Context: an optimization exercise on an open-source flow, tuned for a short achievable clock period and few clock cycles per item. The choices shown serve that exercise and are no tape-out recipe. The clock port is modelled as an ideal driver, which makes a skipped or thinned clock tree look cheaper than it is; a real chip needs a root buffer or a tree. No activity file was given, so power comes from the tool's default toggle rates.

== red ==
==> flow/design.v (excerpt) <==
module axi_wr_slave (
    input  wire logic                  clk,
    input  wire logic                  rst_n,
    input  wire axi_wr_pkg::aw_cmd_t   aw,
    input  wire logic                  aw_valid,
    output logic                       aw_ready,
    input  wire axi_wr_pkg::w_beat_t   w,
    input  wire logic                  w_valid,
    output logic                       w_ready,
    output axi_wr_pkg::b_resp_t        b,
    output logic                       b_valid,
    input  wire logic                  b_ready,
    output axi_wr_pkg::mem_wr_t        mem,
    output logic                       mem_we,
    input  wire logic                  mem_ready
);
    axi_wr_pkg::aw_cmd_t           aw_head;
    axi_wr_pkg::w_beat_t           w_head;
    axi_wr_pkg::w_beat_t           w_head2;
    logic [axi_wr_pkg::W_DEPTH-1:0] w_occ;
    logic                          aw_nempty;
    logic                          aw_pop;
    logic                          w_pop;
    logic                          can_start;
    logic                          start;
    logic                          resp_push;
    logic                          resp_size_err;
    logic [axi_wr_pkg::ID_W-1:0]   resp_id;
    sync_fifo #(
        .WIDTH (axi_wr_pkg::AW_W),
        .DEPTH (axi_wr_pkg::AW_DEPTH)
    ) u_aw_fifo (
        .clk    (clk),
        .rst_n  (rst_n),
        .push   (aw_valid && aw_ready),
        .din    (aw),
        .ready  (aw_ready),
        .pop    (aw_pop),
        .dout   (aw_head),
        .nempty (aw_nempty)
    );
    peek_fifo #(
        .WIDTH (axi_wr_pkg::W_W),
        .DEPTH (axi_wr_pkg::W_DEPTH)
    ) u_w_fifo (
        .clk    (clk),
        .rst_n  (rst_n),
        .push   (w_valid && w_ready),
        .din    (w),
        .ready  (w_ready),
        .pop    (w_pop),
        .head   (w_head),
  ...
Settings: LEC_CHECK=0, ABC_CLOCK_PERIOD_IN_PS=1800, CAP_MARGIN=20, CORE_MARGIN=2, CORE_UTILIZATION=55, GPL_TIMING_DRIVEN=1, PLACE_DENSITY=0.55, SETUP_SLACK_MARGIN=3.6, SLEW_MARGIN=20; clock period 5.5 ns.
standard.sh (not shown) runs the stock make flow with config.mk's settings and CLKGATE_MAP_FILE= SYNTH_SCRIPT=/design/flow/synth_recipe.tcl, a recipe that flattens the netlist after the stock synthesis.
==> flow/flow/run.sh <==
#!/bin/bash
# Standard synthesis and layout with three changes:
# - the clock tree: the clock port feeds four first-level clock buffers,
#   each feeding a share of 24 leaf buffers placed at the centres of
#   flip-flop clusters, so every flip-flop sees two clock buffers
#   (balanced, lower insertion delay than the stock H-tree);
# - sizing may change a cell's footprint (MATCH_CELL_FOOTPRINT=0);
# - port buffering and timing repair do not use delay cells (nodly.tcl).
# Each step's full output goes to a log of its own here.
set -euo pipefail
here=$(pwd)
nd="$here/flow/nodly.tcl"
hooks=(MATCH_CELL_FOOTPRINT=0 PRE_FLOORPLAN_TCL="$nd" PRE_GLOBAL_PLACE_TCL="$nd"
       PRE_RESIZE_TCL="$nd" PRE_REPAIR_TIMING_POST_PLACE_TCL="$nd" PRE_DETAIL_PLACE_TCL="$nd"
       PRE_GLOBAL_ROUTE_TCL="$nd" PRE_DETAIL_ROUTE_TCL="$nd")
bash standard.sh synth > "$here/log_1_synth.log" 2>&1
bash standard.sh "${hooks[@]}" floorplan place > "$here/log_2_place.log" 2>&1
bash standard.sh "${hooks[@]}" PRE_CTS_TCL="$here/flow/cts_tree.tcl" cts > "$here/log_3_cts.log" 2>&1
bash standard.sh "${hooks[@]}" finish > "$here/log_4_finish.log" 2>&1
Other scripts of this flow, unchanged in this note and not shown: flow/flow/cts_tree.tcl, flow/flow/nodly.tcl, flow/flow/outfix.tcl
red reached the final stage; the timing, design-rule and antenna checks on its layout passed.
The following lists how blue was set up differently from red:
--- a/flow/design.v
+++ b/flow/design.v
@@ -243,42 +243,49 @@
     logic [axi_wr_pkg::D_DEPTH-1:0]    desc_occ;
     logic                              desc_ready;
     axi_wr_pkg::mem_wr_t               mem_q;
     axi_wr_pkg::mem_wr_t               mem_cur;
     axi_wr_pkg::mem_wr_t               mem_next;
     logic                              mem_we_q;
     logic                              write;
     logic                              pres_q;
     logic                              we_nxt;
     logic                              desc_pop;
     logic                              fire;
+    logic                              fire_q;
+    logic [axi_wr_pkg::ID_W-1:0]       pid_q;
+    logic                              pserr_q;
     logic                              gen;
     logic                              load;
     logic [PB-1:0]                     filled;
     logic [PB-1:0]                     stepped;
     logic [7:0]                        size_bit;
     logic                              next_carry;
     logic                              load_carry;
     logic                              carry_q;
     aw_decode u_aw_decode (
         .cmd      (cmd),
         .mask     (dec_mask),
         .fixed    (dec_fixed),
         .size_err (dec_serr)
     );
     assign gen     = act_q && desc_ready;
     assign load    = cmd_nempty && can_start && (!act_q || (gen && rz_q));
     assign start   = load;
     assign cmd_pop = load;
     assign filled     = addr_q[PB-1:0] | {5'd0, mask_q};
-    assign stepped    = filled + 1'b1;
+    always_comb begin
+        for (int i = 0; i < PB; i++) begin
+            stepped[i] = filled[i] ^ (&(filled | ~PB'((1 << i) - 1)));
+        end
+    end
     assign size_bit   = {1'b0, mask_q} ^ {mask_q, 1'b1};
     assign next_carry = (&(addr_q[PB-1:0] | {4'd0, mask_q, 1'b1})) &&
                         !(|(addr_q[7:0] & size_bit));
     assign load_carry = &(cmd.addr[PB-1:0] | {5'd0, dec_mask});
     always_ff @(posedge clk or negedge rst_n) begin
         if (!rst_n) act_q <= 1'b0;
         else if (load) act_q <= 1'b1;
         else if (gen && rz_q) act_q <= 1'b0;
     end
     always_ff @(posedge clk) begin
         if (load) begin
@@ -319,48 +326,54 @@
         .pop    (desc_pop),
         .head   (desc),
         .head2  (desc2),
         .occ    (desc_occ)
     );
     assign write    = pres_q && mem_ready;
     assign beat_pop = write && beat_occ[0];
     assign desc_pop = write && desc_occ[0];
     assign fire     = desc_pop && desc.last;
     assign mem           = mem_q;
     assign mem_we        = mem_we_q;
-    assign resp_push     = fire;
-    assign resp_size_err = desc.serr;
-    assign resp_id       = desc.id;
+    assign resp_push     = fire_q;
+    assign resp_size_err = pserr_q;
+    assign resp_id       = pid_q;
     always_comb begin
         mem_cur.id    = desc.id;
         mem_cur.addr  = desc.addr;
         mem_cur.data  = beat.data;
         mem_cur.strb  = beat.strb;
         mem_cur.last  = beat.last;
         mem_next.id   = desc2.id;
         mem_next.addr = desc2.addr;
         mem_next.data = beat2.data;
         mem_next.strb = beat2.strb;
         mem_next.last = beat2.last;
     end
     always_ff @(posedge clk or negedge rst_n) begin
         if (!rst_n) begin
             mem_we_q <= 1'b0;
+            fire_q   <= 1'b0;
         end else begin
             mem_we_q <= we_nxt;
+            fire_q   <= fire;
         end
     end
     assign we_nxt = write ? (desc_occ[1] && beat_occ[1]) : (desc_occ[0] && beat_occ[0]);
     always_ff @(posedge clk) begin
         pres_q <= we_nxt;
         mem_q  <= write ? mem_next : mem_cur;
+        if (fire) begin
+            pid_q   <= desc.id;
+            pserr_q <= desc.serr;
+        end
     end
 endmodule
 `default_nettype wire
 `timescale 1ns/1ps
 `default_nettype none
 module wresp_gen (
     input  wire logic                        clk,
     input  wire logic                        rst_n,
     input  wire logic                        start,
     output logic                             can_start,
     input  wire logic                        push,
@@ -371,24 +384,22 @@
     input  wire logic                        b_ready
 );
     localparam int CAP = axi_wr_pkg::B_DEPTH;
     axi_wr_pkg::b_resp_t         new_resp;
     axi_wr_pkg::b_resp_t         q_head;
     axi_wr_pkg::b_resp_t         q_head2;
     logic [axi_wr_pkg::B_DEPTH-1:0] q_occ;
     axi_wr_pkg::b_resp_t         b_q;
     logic                        b_valid_q;
     logic                        bv_q;
     logic                        bv_nxt;
-    axi_wr_pkg::b_resp_t         b_at0;
-    axi_wr_pkg::b_resp_t         b_at1;
     logic                        b_pop;
     logic [CAP-1:0]              out_q;
     always_comb begin
         new_resp.id   = id;
         new_resp.resp = size_err ? axi_wr_pkg::SLVERR : axi_wr_pkg::OKAY;
     end
     assign b         = b_q;
     assign b_valid   = b_valid_q;
     assign b_pop     = bv_q && b_ready && q_occ[0];
     assign can_start = !out_q[CAP-1];
     peek_fifo #(
@@ -410,28 +421,26 @@
             b_valid_q <= 1'b0;
             out_q     <= '0;
         end else begin
             b_valid_q <= bv_nxt;
             case ({start, b_pop})
                 2'b10:   out_q <= {out_q[CAP-2:0], 1'b1};
                 2'b01:   out_q <= {1'b0, out_q[CAP-1:1]};
                 default: out_q <= out_q;
             endcase
         end
     end
-    assign bv_nxt = b_pop ? (q_occ[1] || push) : (q_occ[0] || push);
-    assign b_at0  = q_occ[0] ? q_head : new_resp;
-    assign b_at1  = q_occ[1] ? q_head2 : new_resp;
+    assign bv_nxt = b_pop ? q_occ[1] : q_occ[0];
     always_ff @(posedge clk) begin
         bv_q <= bv_nxt;
-        b_q  <= b_pop ? b_at1 : b_at0;
+        b_q  <= b_pop ? q_head2 : q_head;
     end
 endmodule
 `default_nettype wire
 `timescale 1ns/1ps
 `default_nettype none
 module axi_wr_slave (
     input  wire logic                  clk,
     input  wire logic                  rst_n,
     input  wire axi_wr_pkg::aw_cmd_t   aw,
     input  wire logic                  aw_valid,
     output logic                       aw_ready,
[summary]
Arrival time of the worst setup path: lower on blue
Delta (blue minus red): cell area shrank by 4.2%, total power went down.
The number of nets produced by synthesis reported for blue is smaller than that of red by 3.7%.
From blue to red, number of buffer and inverter instances along the worst setup path did not move at all.
No functional check of the RTL was part of any run of this note. In every run of this note, the design's own scripts or RTL, not TritonCTS, make the clock network.

-- separate check: timing with driven ports --
The results above use ideal ports. As a check the final layouts listed here were re-extracted and re-timed, cells and wires unchanged.
Step 1: set_driving_cell puts a clkbuf_16 on clk and a buf_2 on each other input, an assumption about the parent block.
Step 2 also shifts input and output timing later by t, the mid clock arrival at the registers, as if the neighbouring blocks saw the same clock.
a / b / c = no drivers / after step 1 / after step 2; a / b = the first two.
run | t (ns) | setup WS [ns] | worst hold slack (ns) | worst setup path at the end
red | 0.468 | 3.505 / 3.395 / 3.092 | 0.471 / 0.471 / 0.471 | input to register
blue | 0.461 | 3.525 / 3.412 / 3.286 | 0.466 / 0.466 / 0.466 | input to register
After both steps setup and hold are still met in every run listed. For red, which loses most, drivers alone change the setup slack by -0.110 ns; drivers and shift together by -0.413 ns.
